From an optimization exercise on the open Yosys and OpenROAD flow, aimed at small area, a short achievable clock period and few clock cycles per item; shortcuts taken in it are not production practice.
At most, simulation tests tie the RTL to the original design; equivalence was not proved.
Power and IR drop assume default switching activity.

Design vec_normalize, start of the top module:
module vec_normalize (
  input  logic               clk,
  input  logic               rst,
  input  logic               in_valid,
  output logic               in_ready,
  input  logic signed [27:0] real_1,
  input  logic signed [27:0] imag_1,
  input  logic signed [27:0] real_2,
  input  logic signed [27:0] imag_2,
  input  logic signed [55:0] norm_in,
  output logic               out_valid,
  input  logic               out_ready,
  output logic signed [27:0] q_real_1,
  output logic signed [27:0] q_imag_1,
  output logic signed [27:0] q_real_2,
  output logic signed [27:0] q_imag_2,
  output logic               div_zero,
  output logic               sat
);
Size: ~550 flip-flops, ~0.035 mm^2 of cells after synthesis.
Settings: LEC_CHECK=0, CAP_MARGIN=20, CORE_MARGIN=2, CORE_UTILIZATION=40, SLEW_MARGIN=20; clock period 11.0 ns.
standard.sh (not shown) runs the stock make flow with config.mk's settings and CLKGATE_MAP_FILE= SYNTH_SCRIPT=/design/flow/synth_recipe.tcl, a recipe that flattens the netlist after the stock synthesis.
==> flow/flow/run.sh <==
#!/bin/bash
# The standard flow, with its timing repair aimed at a period well below the
# clock's and plain buffers on the ports; make's output goes to standard.log,
# each ORFS step's to its own log under orfs/logs.
bash standard.sh SETUP_SLACK_MARGIN=6.5 TNS_END_PERCENT=100 CORE_UTILIZATION=40 \
  "BUFFER_PORTS_ARGS=-buffer_cell sky130_fd_sc_hd__buf_2" finish > standard.log 2>&1
The first run produced a clean layout.
Change:
--- a/flow/flow/run.sh
+++ b/flow/flow/run.sh
@@ -4,3 +4,3 @@
 # each ORFS step's to its own log under orfs/logs.
-bash standard.sh SETUP_SLACK_MARGIN=6.5 TNS_END_PERCENT=100 CORE_UTILIZATION=40 \
+bash standard.sh SETUP_SLACK_MARGIN=7.5 TNS_END_PERCENT=100 CORE_UTILIZATION=40 \
   "BUFFER_PORTS_ARGS=-buffer_cell sky130_fd_sc_hd__buf_2" finish > standard.log 2>&1
Outcome:
- core utilization climbs by 3.3 points
- setup slack gets better by 0.48 ns
- sequential share of layout area goes down by 2.2 points
- wire length goes up by a few percent
- combinational power rose by about a fifth
- synthesized cell count does not change
- total power came out higher by a little under a tenth
Function was not checked in any run of this note: the RTL went through the layout flow alone.

run a:
vec_normalize, a different RTL version from the one above (not shown whole).
For scale: roughly 290 I/O pins, roughly 36000 um2 of cells after synthesis.
export LEC_CHECK = 0
export CAP_MARGIN = 20
export CORE_MARGIN = 2
export CORE_UTILIZATION = 40
export SLEW_MARGIN = 20
create_clock -name core_clock -period 11.0 [get_ports {clk}]
==> flow/flow/run.sh <==
#!/bin/bash
# The standard flow, with its timing repair aimed at a period well below the
# clock's and plain buffers on the ports; make's output goes to standard.log,
# each ORFS step's to its own log under orfs/logs.
bash standard.sh SETUP_SLACK_MARGIN=7.25 TNS_END_PERCENT=100 CORE_UTILIZATION=40 \
  "BUFFER_PORTS_ARGS=-buffer_cell sky130_fd_sc_hd__buf_2" finish > standard.log 2>&1
Run a did not stop at any stage, and its layout met the timing, design-rule and antenna checks.
Edits applied to the flow inputs when going from run a to run b:
==> flow/flow/run.sh <==
#!/bin/bash
# The standard flow, with its timing repair aimed at a period well below the
# clock's and plain buffers on the ports; make's output goes to standard.log,
# each ORFS step's to its own log under orfs/logs.
bash standard.sh SETUP_SLACK_MARGIN=7.75 TNS_END_PERCENT=100 CORE_UTILIZATION=40 \
  "BUFFER_PORTS_ARGS=-buffer_cell sky130_fd_sc_hd__buf_2" finish > standard.log 2>&1
Findings:
- Changes observed in run b relative to run a: setup slack climbed 6.6 ps; wire length +about 10%; layout cell share with drive strength beyond 1 rose 9.6 points; count of plain and timing-repair buffers in the layout higher; clock network latency to the later pin of the worst-skew pair shows no meaningful change.
- Chip height of run a is on par with run b.
- Run b vs. run a: proportion of power drawn by the clock network decreased by 1.5 points relative to the old numbers, count of sequential standard cells ~0 delta, final hold slack held.
- Run a reports its critical path's slowest cell as or4b_4 while run b reports edfxtp_1.
- Clock net sink count came out exactly the same in run a and run b.
- Run b vs run a — DRC marker count from the first detailed-route iteration climbed by more than a quarter
Function was not checked in any run of this note: the RTL went through the layout flow alone.

pepper:
Another version of the RTL of vec_normalize (not shown whole).
For scale: ~560 flip-flops, ~36000 sq um of cells after synthesis.
clock: 11.0 ns
lec_check: 0
cap_margin: 20
core_margin: 2
core_utilization: 40
slew_margin: 20
==> flow/flow/run.sh <==
#!/bin/bash
# The standard flow, with its timing repair aimed at a period well below the
# clock's and plain buffers on the ports; make's output goes to standard.log,
# each ORFS step's to its own log under orfs/logs.
bash standard.sh SETUP_SLACK_MARGIN=7.5 TNS_END_PERCENT=100 CORE_UTILIZATION=40 CTS_CLUSTER_SIZE=30 CTS_CLUSTER_DIAMETER=60 \
  "BUFFER_PORTS_ARGS=-buffer_cell sky130_fd_sc_hd__buf_2" finish > standard.log 2>&1
pepper: full flow OK, the timing, design-rule and antenna checks passed
Testbench counts of pepper, summed over its fixed seeds: cycles 9,352, items 512.
> inputs changed (pepper -> amber)
--- a/flow/flow/run.sh
+++ b/flow/flow/run.sh
@@ -5 +5 @@
-bash standard.sh SETUP_SLACK_MARGIN=7.5 TNS_END_PERCENT=100 CORE_UTILIZATION=40 CTS_CLUSTER_SIZE=30 CTS_CLUSTER_DIAMETER=60 \
+bash standard.sh SETUP_SLACK_MARGIN=8.0 TNS_END_PERCENT=0 CORE_UTILIZATION=40 CTS_CLUSTER_SIZE=30 CTS_CLUSTER_DIAMETER=60 \
--- outcome ---
No stage failed in amber, and the final checks on the layout all came back clean.
Diff pepper -> amber: highest clock frequency the design can meet has decreased, portion of the clock cycle consumed by the worst path in the final layout has increased.
Changes observed in amber relative to pepper: first-pass GRT wire length closely matched the old numbers, power density of the placed cells closely matched the old numbers, detailed-route wire length decreased by 750 um relative to the old numbers, via count of the first global-routing pass decreased by 348 relative to the old numbers.
amber -> pepper: post-synthesis cell area delta 0, exact match
Hold slack delta (amber -> pepper): insignificant
There was hardly any difference in area taken by flip-flops and latches between amber and pepper.
Run comparison: amber termination of the worst setup path r[105]; pepper termination of the worst setup path q_real_1[21]
Compared with pepper, in amber final worst setup slack now smaller; total instance count after detailed placement has remained practically unchanged.
Input-level comparison between lagoon and amber:
--- a/flow/flow/run.sh
+++ b/flow/flow/run.sh
@@ -5 +5 @@
-bash standard.sh SETUP_SLACK_MARGIN=8.0 TNS_END_PERCENT=0 CORE_UTILIZATION=40 CTS_CLUSTER_SIZE=30 CTS_CLUSTER_DIAMETER=60 \
+bash standard.sh SETUP_SLACK_MARGIN=7.5 TNS_END_PERCENT=20 CORE_UTILIZATION=40 CTS_CLUSTER_SIZE=30 CTS_CLUSTER_DIAMETER=60 \
Results
Going from amber to lagoon, the fraction of area in clock buffers and inverters was found to have gone down by 0.19 points.
The higher portion of total power attributed to sequential cells of amber and lagoon is in amber.
Reported for amber and lagoon, horizontal die dimension turned out identical to the last digit.
lagoon against amber: initial standard-cell utilization of the core flat; tightest hold margin down 0.011 ns; sequential cell area flat; final critical-path share of the clock period flat.

==> afterwards: timing with drivers on the ports <==
Ports are ideal in the flow. The routed layouts listed here were re-timed in OpenROAD.
Step 1: set_driving_cell puts a clkbuf_16 on clk and a buf_2 on each other input, an assumption about the parent block.
Step 2 also shifts input and output timing later by t, the mid clock arrival at the registers, as if the neighbouring blocks saw the same clock.
Three values: ideal ports, drivers, drivers and shift; two values: the first two.
run | t (ns) | slack for setup (ns) | hold slack, ns | clock arrival spread, ns | cell pins on the clock port's net
the first run of note 1 | 0.702 | 6.697 / 6.697 / 6.104 | 0.420 / 0.420 / 0.420 | 0.024 / 0.024 | 1
the second run of note 1 | 0.674 | 7.182 / 7.193 / 6.519 | 0.419 / 0.419 / 0.419 | 0.036 / 0.037 | 1
run a | 0.714 | 7.183 / 7.183 / 6.535 | 0.418 / 0.418 / 0.418 | 0.032 / 0.032 | 1
run b | 0.705 | 7.189 / 7.189 / 6.949 | 0.417 / 0.417 / 0.417 | 0.049 / 0.049 | 1
pepper | 0.695 | 7.447 / 7.380 / 6.896 | 0.422 / 0.422 / 0.422 | 0.030 / 0.030 | 1
amber | 0.705 | 7.422 / 7.401 / 6.849 | 0.419 / 0.419 / 0.419 | 0.051 / 0.050 | 1
lagoon | 0.705 | 7.412 / 7.344 / 6.744 | 0.408 / 0.408 / 0.408 | 0.050 / 0.051 | 1
After both steps every run listed still meets setup and hold. For lagoon, which loses most, drivers alone change the setup slack by -0.068 ns; drivers and shift together by -0.668 ns.
